What follows belongs to an exercise in optimizing a design on an open flow for small area; a production flow would make more cautious choices. At most, simulation tests tie the RTL to the original design; equivalence was not proved. Power and IR drop assume default switching activity.

before:
## sampler_top
module sampler_top (
    input  logic                  clk_500,
    input  logic                  rst,
    input  sampler_pkg::ch_bits_t ch_n,          
    input  logic                  trig,          
    input  logic                  event_saved,   
    output sampler_pkg::capture_t evt            
);
    sampler_pkg::ch_bits_t det_n;   
    logic [sampler_pkg::N_CH*sampler_pkg::WINDOW-1:0] window_n;   
    logic [7:1] lo_q;               
    logic [9:1] hi_q;               
    logic [9:1] hi_d;               
    logic       ready;              
    logic [9:0] ready_age;          
    logic [sampler_pkg::WINDOW-1:0] take_n [2];   
    for (genvar c = 0; c < sampler_pkg::N_CH; c++) begin : g_sync
        pulse_sync i_pulse_sync (
            .clk_500 (clk_500),
            .rst     (rst),
            .pulse_n (ch_n[c]),
            .det_n   (det_n[c])
        );
    end
    window_shifter i_window_shifter (
        .clk_500  (clk_500),
        .rst      (rst),
        .det_n    (det_n),
        .window_n (window_n),
        .lo_q     (lo_q),
        .hi_q     (hi_q),
        .hi_d     (hi_d)
    );
    event_capture i_event_capture (
        .clk_500     (clk_500),
        .rst         (rst),
        .lo_q        (lo_q),
        .hi_d        (hi_d),
        .trig        (trig),
        .event_saved (event_saved),
        .ready       (ready),
        .ready_age   (ready_age)
    );
    for (genvar h = 0; h < 2; h++) begin : g_mask
        take_mask i_take_mask (
            .ready_age (ready_age),
            .lo_q      (lo_q),
            .take_n    (take_n[h])
        );
    end
    logic [sampler_pkg::N_CH*sampler_pkg::WINDOW-1:0] frame;
    for (genvar i = 0; i < sampler_pkg::N_CH*sampler_pkg::WINDOW; i++) begin : g_out
        evt_gate i_evt_gate (
            .win_n  (window_n[i]),
            .take_n (take_n[i / (sampler_pkg::N_CH*sampler_pkg::WINDOW/2)][i % sampler_pkg::WINDOW]),
  ...
==> module event_capture, before the edit <==
module event_capture (
    input  logic                  clk_500,
    input  logic                  rst,
    input  logic [7:1]            lo_q,          
    input  logic [9:1]            hi_d,          
    input  logic                  trig,          
    input  logic                  event_saved,   
    output logic                  ready,         
    output logic [9:0]            ready_age      
);
    localparam int W = sampler_pkg::WINDOW;
    logic       reading_q;   
    logic       waiting_q;   
    logic [9:0] ready_q;     
    always_ff @(posedge clk_500) begin
        if (rst) begin
            reading_q <= 1'b0;
            waiting_q <= 1'b0;
            ready_q   <= '0;
        end else begin
            reading_q <= trig & ~reading_q & ~waiting_q;
            waiting_q <= reading_q | (waiting_q & ~event_saved);
            ready_q   <= {hi_d, 1'b1} & {10{reading_q}};
        end
    end
    assign ready     = ready_q[0];
    assign ready_age = ready_q;
endmodule
==> module take_mask, before the edit <==
module take_mask (
    input  logic [9:0]                     ready_age,   
    input  logic [7:1]                     lo_q,        
    output logic [sampler_pkg::WINDOW-1:0] take_n       
);
    localparam int W = sampler_pkg::WINDOW;
    logic [10:0] hi_r;   
    logic [7:0]  lo_ge;  
    assign hi_r  = {1'b0, ready_age};
    assign lo_ge = {lo_q, 1'b1};
    for (genvar b = 0; b < W; b++) begin : g_take
        localparam int K = W + 4 - b;   
        assign take_n[b] = ~(hi_r[K/8+1] | (hi_r[K/8] & lo_ge[K%8]));
    end
endmodule
==> module sampler_top, before the edit <==
module sampler_top (
    input  logic                  clk_500,
    input  logic                  rst,
    input  sampler_pkg::ch_bits_t ch_n,          
    input  logic                  trig,          
    input  logic                  event_saved,   
    output sampler_pkg::capture_t evt            
);
    sampler_pkg::ch_bits_t det_n;   
    logic [sampler_pkg::N_CH*sampler_pkg::WINDOW-1:0] window_n;   
    logic [7:1] lo_q;               
    logic [9:1] hi_q;               
    logic [9:1] hi_d;               
    logic       ready;              
    logic [9:0] ready_age;          
    logic [sampler_pkg::WINDOW-1:0] take_n [2];   
    for (genvar c = 0; c < sampler_pkg::N_CH; c++) begin : g_sync
        pulse_sync i_pulse_sync (
            .clk_500 (clk_500),
            .rst     (rst),
            .pulse_n (ch_n[c]),
            .det_n   (det_n[c])
        );
    end
    window_shifter i_window_shifter (
        .clk_500  (clk_500),
        .rst      (rst),
        .det_n    (det_n),
        .window_n (window_n),
        .lo_q     (lo_q),
        .hi_q     (hi_q),
        .hi_d     (hi_d)
    );
    event_capture i_event_capture (
        .clk_500     (clk_500),
        .rst         (rst),
        .lo_q        (lo_q),
        .hi_d        (hi_d),
        .trig        (trig),
        .event_saved (event_saved),
        .ready       (ready),
        .ready_age   (ready_age)
    );
    for (genvar h = 0; h < 2; h++) begin : g_mask
        take_mask i_take_mask (
            .ready_age (ready_age),
            .lo_q      (lo_q),
            .take_n    (take_n[h])
        );
    end
    logic [sampler_pkg::N_CH*sampler_pkg::WINDOW-1:0] frame;
    for (genvar i = 0; i < sampler_pkg::N_CH*sampler_pkg::WINDOW; i++) begin : g_out
        evt_gate i_evt_gate (
            .win_n  (window_n[i]),
            .take_n (take_n[i / (sampler_pkg::N_CH*sampler_pkg::WINDOW/2)][i % sampler_pkg::WINDOW]),
            .evt    (frame[i])
        );
    end
    assign evt = {ready, frame};
endmodule
Settings: LEC_CHECK=0, ABC_AREA=1, ABC_CLOCK_PERIOD_IN_PS=100000, CAP_MARGIN=20, CORE_AREA=2 2 214 214, DIE_AREA=0 0 216 216, SETUP_SLACK_MARGIN=0.05, SLEW_MARGIN=20, SYNTH_HIERARCHICAL=1; clock period 3.0 ns.
standard.sh (not shown) runs the stock make flow with config.mk's settings and CLKGATE_MAP_FILE= SYNTH_SCRIPT=/design/flow/synth_recipe.tcl, a recipe that flattens the netlist after the stock synthesis.
==> flow/flow/run.sh <==
#!/bin/bash
# Standard ORFS layout (standard.sh, unchanged synthesis) with three changes:
#  - the port buffers are the smallest buffer (buf_1) instead of the delay
#    buffer buffer_ports picks by default;
#  - pins may sit one routing track apart, so a small square die fits all
#    1045 ports;
#  - CTS uses clkbuf_8 with larger sink clusters and inserts no dummy loads.
# Each ORFS step logs to orfs/logs/; make's own output goes to standard.log.
set -uo pipefail
export BUFFER_PORTS_ARGS="-buffer_cell sky130_fd_sc_hd__buf_1"
export PLACE_PINS_ARGS="-min_distance 1 -min_distance_in_tracks"
export CTS_ARGS="-sink_clustering_enable -repair_clock_nets -dont_use_dummy_load -buf_list {sky130_fd_sc_hd__clkbuf_8} -sink_clustering_size 21 -sink_clustering_max_diameter 48"
bash standard.sh > standard.log 2>&1
Setup changes, before to after
--- a/flow/design.v
+++ b/flow/design.v
@@ -76,7 +76,7 @@
     input  logic                  trig,          
     input  logic                  event_saved,   
     output logic                  ready,         
-    output logic [9:0]            ready_age      
+    output logic [sampler_pkg::WINDOW-1:0] take_n   
 );
     localparam int W = sampler_pkg::WINDOW;
     logic       reading_q;   
@@ -93,25 +93,15 @@
             ready_q   <= {hi_d, 1'b1} & {10{reading_q}};
         end
     end
-    assign ready     = ready_q[0];
-    assign ready_age = ready_q;
-endmodule
-`default_nettype wire
-`default_nettype none
-module take_mask (
-    input  logic [9:0]                     ready_age,   
-    input  logic [7:1]                     lo_q,        
-    output logic [sampler_pkg::WINDOW-1:0] take_n       
-);
-    localparam int W = sampler_pkg::WINDOW;
     logic [10:0] hi_r;   
-    logic [7:0]  lo_ge;  
-    assign hi_r  = {1'b0, ready_age};
+    logic [7:0] lo_ge;   
+    assign hi_r  = {1'b0, ready_q};
     assign lo_ge = {lo_q, 1'b1};
     for (genvar b = 0; b < W; b++) begin : g_take
         localparam int K = W + 4 - b;   
         assign take_n[b] = ~(hi_r[K/8+1] | (hi_r[K/8] & lo_ge[K%8]));
     end
+    assign ready = ready_q[0];
 endmodule
 `default_nettype wire
 `timescale 1ns/10ps
@@ -130,8 +120,7 @@
     logic [9:1] hi_q;               
     logic [9:1] hi_d;               
     logic       ready;              
-    logic [9:0] ready_age;          
-    logic [sampler_pkg::WINDOW-1:0] take_n [2];   
+    logic [sampler_pkg::WINDOW-1:0] take_n;   
     for (genvar c = 0; c < sampler_pkg::N_CH; c++) begin : g_sync
         pulse_sync i_pulse_sync (
             .clk_500 (clk_500),
@@ -157,20 +146,13 @@
         .trig        (trig),
         .event_saved (event_saved),
         .ready       (ready),
-        .ready_age   (ready_age)
+        .take_n      (take_n)
     );
-    for (genvar h = 0; h < 2; h++) begin : g_mask
-        take_mask i_take_mask (
-            .ready_age (ready_age),
-            .lo_q      (lo_q),
-            .take_n    (take_n[h])
-        );
-    end
     logic [sampler_pkg::N_CH*sampler_pkg::WINDOW-1:0] frame;
     for (genvar i = 0; i < sampler_pkg::N_CH*sampler_pkg::WINDOW; i++) begin : g_out
         evt_gate i_evt_gate (
             .win_n  (window_n[i]),
-            .take_n (take_n[i / (sampler_pkg::N_CH*sampler_pkg::WINDOW/2)][i % sampler_pkg::WINDOW]),
+            .take_n (take_n[i % sampler_pkg::WINDOW]),
             .evt    (frame[i])
         );
     end
Notes after the runs:
Of before and after, before shows the lower mean post-synth cell area, with after above it. Comparing highest cell delay on the worst timing path for before and after, the smaller number came from after. Measured against after, the pin count of the biggest net entering global routing of before comes out at 1.16 times the reference value. Diff before -> after | area after synthesis | decrease of about 1.8%. Global-route usage | after below before. Between before and after, the fraction of the core area covered by cells at the end of the flow does not differ in any meaningful way. Ratio of final minimum period to clock period (after over before): increase, 0.18 points. The run showing the greater fraction of final layout cells with drive strength greater than 1 is after. Per the comparison of after with before, final-layout clock-cell area share closely matched the old numbers, critical path depth now sits higher.
The RTL of before was laid out without a check of its function.


03-08:
The RTL this note starts from:
==> flow/design.v <==
`default_nettype none
package sampler_pkg;
    localparam int N_CH            = 16;   
    localparam int WINDOW          = 64;   
    localparam int SYNC_STAGES_DEF = 2;    
    typedef logic [N_CH-1:0] ch_bits_t;
    typedef logic [WINDOW-1:0] window_t;
    typedef window_t [N_CH-1:0] frame_t;
    typedef struct packed {
        logic   ready;   
        frame_t frame;   
    } capture_t;
endpackage
`default_nettype wire
`timescale 1ns/10ps
`default_nettype none
module pulse_sync (
    input  logic clk_500,
    input  logic rst,
    input  logic pulse_n,   
    output logic det_n      
);
    logic s0_q;    
    logic s1_q;    
    logic s2_q;    
    logic s3_q;    
    logic s4_nq;   
    always_ff @(posedge clk_500) begin
        s0_q  <= ~(rst | pulse_n);
        s1_q  <= s0_q;
        s2_q  <= s1_q;
        s3_q  <= s2_q;
        s4_nq <= ~s3_q;
    end
    assign det_n = ~(s3_q & s4_nq);
endmodule
`default_nettype wire
`timescale 1ns/10ps
`default_nettype none
module window_shifter (
    input  logic                  clk_500,
    input  logic                  rst,
    input  sampler_pkg::ch_bits_t det_n,    
    output logic [sampler_pkg::N_CH*sampler_pkg::WINDOW-1:0] window_n,   
    output logic [7:1]            lo_q,     
    output logic [9:1]            hi_q      
);
    localparam int W = sampler_pkg::WINDOW;
    logic [sampler_pkg::N_CH*W-1:0] hist_nq;   
    always_ff @(posedge clk_500) begin
        for (int c = 0; c < sampler_pkg::N_CH; c++) begin
            hist_nq[c*W +: W] <= {det_n[c], hist_nq[c*W+1 +: W-1]};
        end
    end
    assign window_n = hist_nq;
    always_ff @(posedge clk_500) begin
        if (rst) begin
            lo_q <= '0;
            hi_q <= '0;
        end else begin
            lo_q <= lo_q[7] ? 7'd0 : {lo_q[6:1], 1'b1};
            hi_q <= hi_q | ({hi_q[8:1], 1'b1} & {9{lo_q[7]}});
        end
    end
endmodule
`default_nettype wire
`timescale 1ns/10ps
`default_nettype none
module event_capture (
    input  logic                  clk_500,
    input  logic                  rst,
    input  logic [7:1]            lo_q,          
    input  logic [9:1]            hi_q,
    input  logic                  trig,          
    input  logic                  event_saved,   
    output logic                  ready,         
    output logic [sampler_pkg::WINDOW-1:0] take_n   
);
    localparam int W = sampler_pkg::WINDOW;
    logic       reading_q;   
    logic       waiting_q;   
    logic [9:0] ready_q;     
    logic [9:1] hi_d;        
    assign hi_d = hi_q | ({hi_q[8:1], 1'b1} & {9{lo_q[7]}});
    always_ff @(posedge clk_500) begin
        if (rst) begin
            reading_q <= 1'b0;
            waiting_q <= 1'b0;
            ready_q   <= '0;
        end else begin
            reading_q <= trig & ~reading_q & ~waiting_q;
            waiting_q <= reading_q | (waiting_q & ~event_saved);
            ready_q   <= {hi_d, 1'b1} & {10{reading_q}};
        end
    end
    logic [10:0] hi_r;   
    logic [7:0] lo_ge;   
    assign hi_r  = {1'b0, ready_q};
    assign lo_ge = {lo_q, 1'b1};
    for (genvar b = 0; b < W; b++) begin : g_take
        localparam int K = W + 4 - b;   
        assign take_n[b] = ~(hi_r[K/8+1] | (hi_r[K/8] & lo_ge[K%8]));
    end
    assign ready = ready_q[0];
endmodule
`default_nettype wire
`timescale 1ns/10ps
`default_nettype none
module sampler_top (
    input  logic                  clk_500,
    input  logic                  rst,
    input  sampler_pkg::ch_bits_t ch_n,          
    input  logic                  trig,          
    input  logic                  event_saved,   
    output sampler_pkg::capture_t evt            
);
    sampler_pkg::ch_bits_t det_n;   
    logic [sampler_pkg::N_CH*sampler_pkg::WINDOW-1:0] window_n;   
    logic [7:1] lo_q;               
    logic [9:1] hi_q;               
    logic       ready;              
    logic [sampler_pkg::WINDOW-1:0] take_n;   
    for (genvar c = 0; c < sampler_pkg::N_CH; c++) begin : g_sync
        pulse_sync i_pulse_sync (
            .clk_500 (clk_500),
            .rst     (rst),
            .pulse_n (ch_n[c]),
            .det_n   (det_n[c])
        );
    end
    window_shifter i_window_shifter (
        .clk_500  (clk_500),
        .rst      (rst),
        .det_n    (det_n),
        .window_n (window_n),
        .lo_q     (lo_q),
        .hi_q     (hi_q)
    );
    event_capture i_event_capture (
        .clk_500     (clk_500),
        .rst         (rst),
        .lo_q        (lo_q),
        .hi_q        (hi_q),
        .trig        (trig),
        .event_saved (event_saved),
        .ready       (ready),
        .take_n      (take_n)
    );
    logic [sampler_pkg::N_CH*sampler_pkg::WINDOW-1:0] frame;
    for (genvar i = 0; i < sampler_pkg::N_CH*sampler_pkg::WINDOW; i++) begin : g_out
        evt_gate i_evt_gate (
            .win_n  (window_n[i]),
            .take_n (take_n[i % sampler_pkg::WINDOW]),
            .evt    (frame[i])
        );
    end
    assign evt = {ready, frame};
endmodule
`default_nettype wire
`default_nettype none
module evt_gate (
    input  logic win_n,    
    input  logic take_n,   
    output logic evt       
);
    assign evt = ~(win_n | take_n);
endmodule
`default_nettype wire
export LEC_CHECK = 0
export ABC_AREA = 1
export ABC_CLOCK_PERIOD_IN_PS = 100000
export CAP_MARGIN = 20
export CORE_AREA = 2 2 214 214
export DIE_AREA = 0 0 216 216
export SETUP_SLACK_MARGIN = 0.05
export SLEW_MARGIN = 20
export SYNTH_HIERARCHICAL = 1
create_clock -name core_clock -period 3.0 [get_ports {clk_500}]
Scripts as last shown in full above: flow/flow/run.sh
Setup changes, 03-08 to 03-14
-- flow/design.v --
<<< 03-08, line 44
    output logic [sampler_pkg::N_CH*sampler_pkg::WINDOW-1:0] window_n,   
    output logic [7:1]            lo_q,     
    output logic [9:1]            hi_q      
);
    localparam int W = sampler_pkg::WINDOW;
>>> 03-14, line 44
    output logic [sampler_pkg::N_CH*sampler_pkg::WINDOW-1:0] window_n,   
    output logic [7:1]            lo_q,     
    output logic [9:1]            hi_q,     
    output logic [9:1]            hi_d      
);
    localparam int W = sampler_pkg::WINDOW;
<<< 03-08, line 54
    end
    assign window_n = hist_nq;
    always_ff @(posedge clk_500) begin
        if (rst) begin
>>> 03-14, line 55
    end
    assign window_n = hist_nq;
    assign hi_d = hi_q | ({hi_q[8:1], 1'b1} & {9{lo_q[7]}});
    always_ff @(posedge clk_500) begin
        if (rst) begin
<<< 03-08, line 60
        end else begin
            lo_q <= lo_q[7] ? 7'd0 : {lo_q[6:1], 1'b1};
            hi_q <= hi_q | ({hi_q[8:1], 1'b1} & {9{lo_q[7]}});
        end
    end
>>> 03-14, line 62
        end else begin
            lo_q <= lo_q[7] ? 7'd0 : {lo_q[6:1], 1'b1};
            hi_q <= hi_d;
        end
    end
<<< 03-08, line 70
    input  logic                  clk_500,
    input  logic                  rst,
    input  logic [7:1]            lo_q,          
    input  logic [9:1]            hi_q,
    input  logic                  trig,          
    input  logic                  event_saved,   
    output logic                  ready,         
    output logic [sampler_pkg::WINDOW-1:0] take_n   
);
    localparam int W = sampler_pkg::WINDOW;
>>> 03-14, line 72
    input  logic                  clk_500,
    input  logic                  rst,
    input  logic [9:1]            hi_d,          
    input  logic                  trig,          
    input  logic                  event_saved,   
    output logic                  ready,         
    output logic [9:0]            ready_age      
);
    localparam int W = sampler_pkg::WINDOW;
<<< 03-08, line 81
    logic       waiting_q;   
    logic [9:0] ready_q;     
    logic [9:1] hi_d;        
    assign hi_d = hi_q | ({hi_q[8:1], 1'b1} & {9{lo_q[7]}});
    always_ff @(posedge clk_500) begin
        if (rst) begin
>>> 03-14, line 82
    logic       waiting_q;   
    logic [9:0] ready_q;     
    always_ff @(posedge clk_500) begin
        if (rst) begin
<<< 03-08, line 94
        end
    end
    logic [10:0] hi_r;   
    logic [7:0] lo_ge;   
    assign hi_r  = {1'b0, ready_q};
    assign lo_ge = {lo_q, 1'b1};
    for (genvar b = 0; b < W; b++) begin : g_take
>>> 03-14, line 93
        end
    end
    assign ready     = ready_q[0];
    assign ready_age = ready_q;
endmodule
`default_nettype wire
`default_nettype none
module take_mask (
    input  logic [9:0]                     ready_age,   
    input  logic [7:1]                     lo_q,        
    output logic [sampler_pkg::WINDOW-1:0] take_n       
);
    localparam int W = sampler_pkg::WINDOW;
    logic [10:0] hi_r;   
    logic [7:0]  lo_ge;  
    assign hi_r  = {1'b0, ready_age};
    assign lo_ge = {lo_q, 1'b1};
    for (genvar b = 0; b < W; b++) begin : g_take
<<< 03-08, line 102
        assign take_n[b] = ~(hi_r[K/8+1] | (hi_r[K/8] & lo_ge[K%8]));
    end
    assign ready = ready_q[0];
endmodule
`default_nettype wire
>>> 03-14, line 112
        assign take_n[b] = ~(hi_r[K/8+1] | (hi_r[K/8] & lo_ge[K%8]));
    end
endmodule
`default_nettype wire
<<< 03-08, line 119
    logic [7:1] lo_q;               
    logic [9:1] hi_q;               
    logic       ready;              
    logic [sampler_pkg::WINDOW-1:0] take_n;   
    for (genvar c = 0; c < sampler_pkg::N_CH; c++) begin : g_sync
        pulse_sync i_pulse_sync (
>>> 03-14, line 128
    logic [7:1] lo_q;               
    logic [9:1] hi_q;               
    logic [9:1] hi_d;               
    logic       ready;              
    logic [9:0] ready_age;          
    logic [sampler_pkg::WINDOW-1:0] take_n [2];   
    for (genvar c = 0; c < sampler_pkg::N_CH; c++) begin : g_sync
        pulse_sync i_pulse_sync (
<<< 03-08, line 135
        .window_n (window_n),
        .lo_q     (lo_q),
        .hi_q     (hi_q)
    );
    event_capture i_event_capture (
        .clk_500     (clk_500),
        .rst         (rst),
        .lo_q        (lo_q),
        .hi_q        (hi_q),
        .trig        (trig),
        .event_saved (event_saved),
        .ready       (ready),
        .take_n      (take_n)
    );
    logic [sampler_pkg::N_CH*sampler_pkg::WINDOW-1:0] frame;
    for (genvar i = 0; i < sampler_pkg::N_CH*sampler_pkg::WINDOW; i++) begin : g_out
        evt_gate i_evt_gate (
            .win_n  (window_n[i]),
            .take_n (take_n[i % sampler_pkg::WINDOW]),
            .evt    (frame[i])
        );
>>> 03-14, line 146
        .window_n (window_n),
        .lo_q     (lo_q),
        .hi_q     (hi_q),
        .hi_d     (hi_d)
    );
    event_capture i_event_capture (
        .clk_500     (clk_500),
        .rst         (rst),
        .hi_d        (hi_d),
        .trig        (trig),
        .event_saved (event_saved),
        .ready       (ready),
        .ready_age   (ready_age)
    );
    for (genvar h = 0; h < 2; h++) begin : g_mask
        take_mask i_take_mask (
            .ready_age (ready_age),
            .lo_q      (lo_q),
            .take_n    (take_n[h])
        );
    end
    logic [sampler_pkg::N_CH*sampler_pkg::WINDOW-1:0] frame;
    for (genvar i = 0; i < sampler_pkg::N_CH*sampler_pkg::WINDOW; i++) begin : g_out
        evt_gate i_evt_gate (
            .win_n  (window_n[i]),
            .take_n (take_n[i / (sampler_pkg::N_CH*sampler_pkg::WINDOW/2)][i % sampler_pkg::WINDOW]),
            .evt    (frame[i])
        );
[summary]
In 03-14 the worst hold slack turned out 0.025 ns higher than in 03-08. Detailed-placement wirelength estimate on 03-14 is up relative to 03-08. | overall power | 03-14 vs 03-08 | 0.33% lower |. 03-14 reports a higher final cell count than 03-08 does. Latest clock arrival within the worst-skew pair in 03-14 is 0.04 ns below 03-08. On 03-14: number of clock buffer instances in the layout is 2 lower than what 03-08 gave. The multi-input combinational gate total in 03-14 sits 6.2% above the value recorded for 03-08. In the flow results for 03-08 and 03-14, the mean area per synthesized cell is smaller on 03-14.

separate check: timing with driven ports:
The results above use ideal ports. As a check the final layouts listed here were re-extracted and re-timed, cells and wires unchanged.
Step 1: set_driving_cell puts a clkbuf_16 on clk_500 and a buf_2 on each other input, an assumption about the parent block.
Step 2 adds t to the input delays and takes it off the output delays; t is the mean of the earliest and latest rising clock arrival at the registers after step 1. Input paths then give back, and output paths get back, about the clock's delay inside the block.
Slacks: no drivers / after step 1 / after step 2; pairs: no drivers / after step 1.
| run | t (ns) | setup WS [ns] | worst data-port slew with drivers (ns) | pins driven straight from the clock port |
|---|---|---|---|---|
| before | 0.672 | 0.132 / 0.076 / 0.748 | 0.10 | 1 |
| after | 0.710 | 0.126 / 0.069 / 0.778 | 0.16 | 1 |
| 03-08 | 0.706 | 0.150 / 0.093 / 0.799 | 0.15 | 1 |
| 03-14 | 0.672 | 0.132 / 0.076 / 0.748 | 0.10 | 1 |
After both steps setup and hold are still met in every run listed.
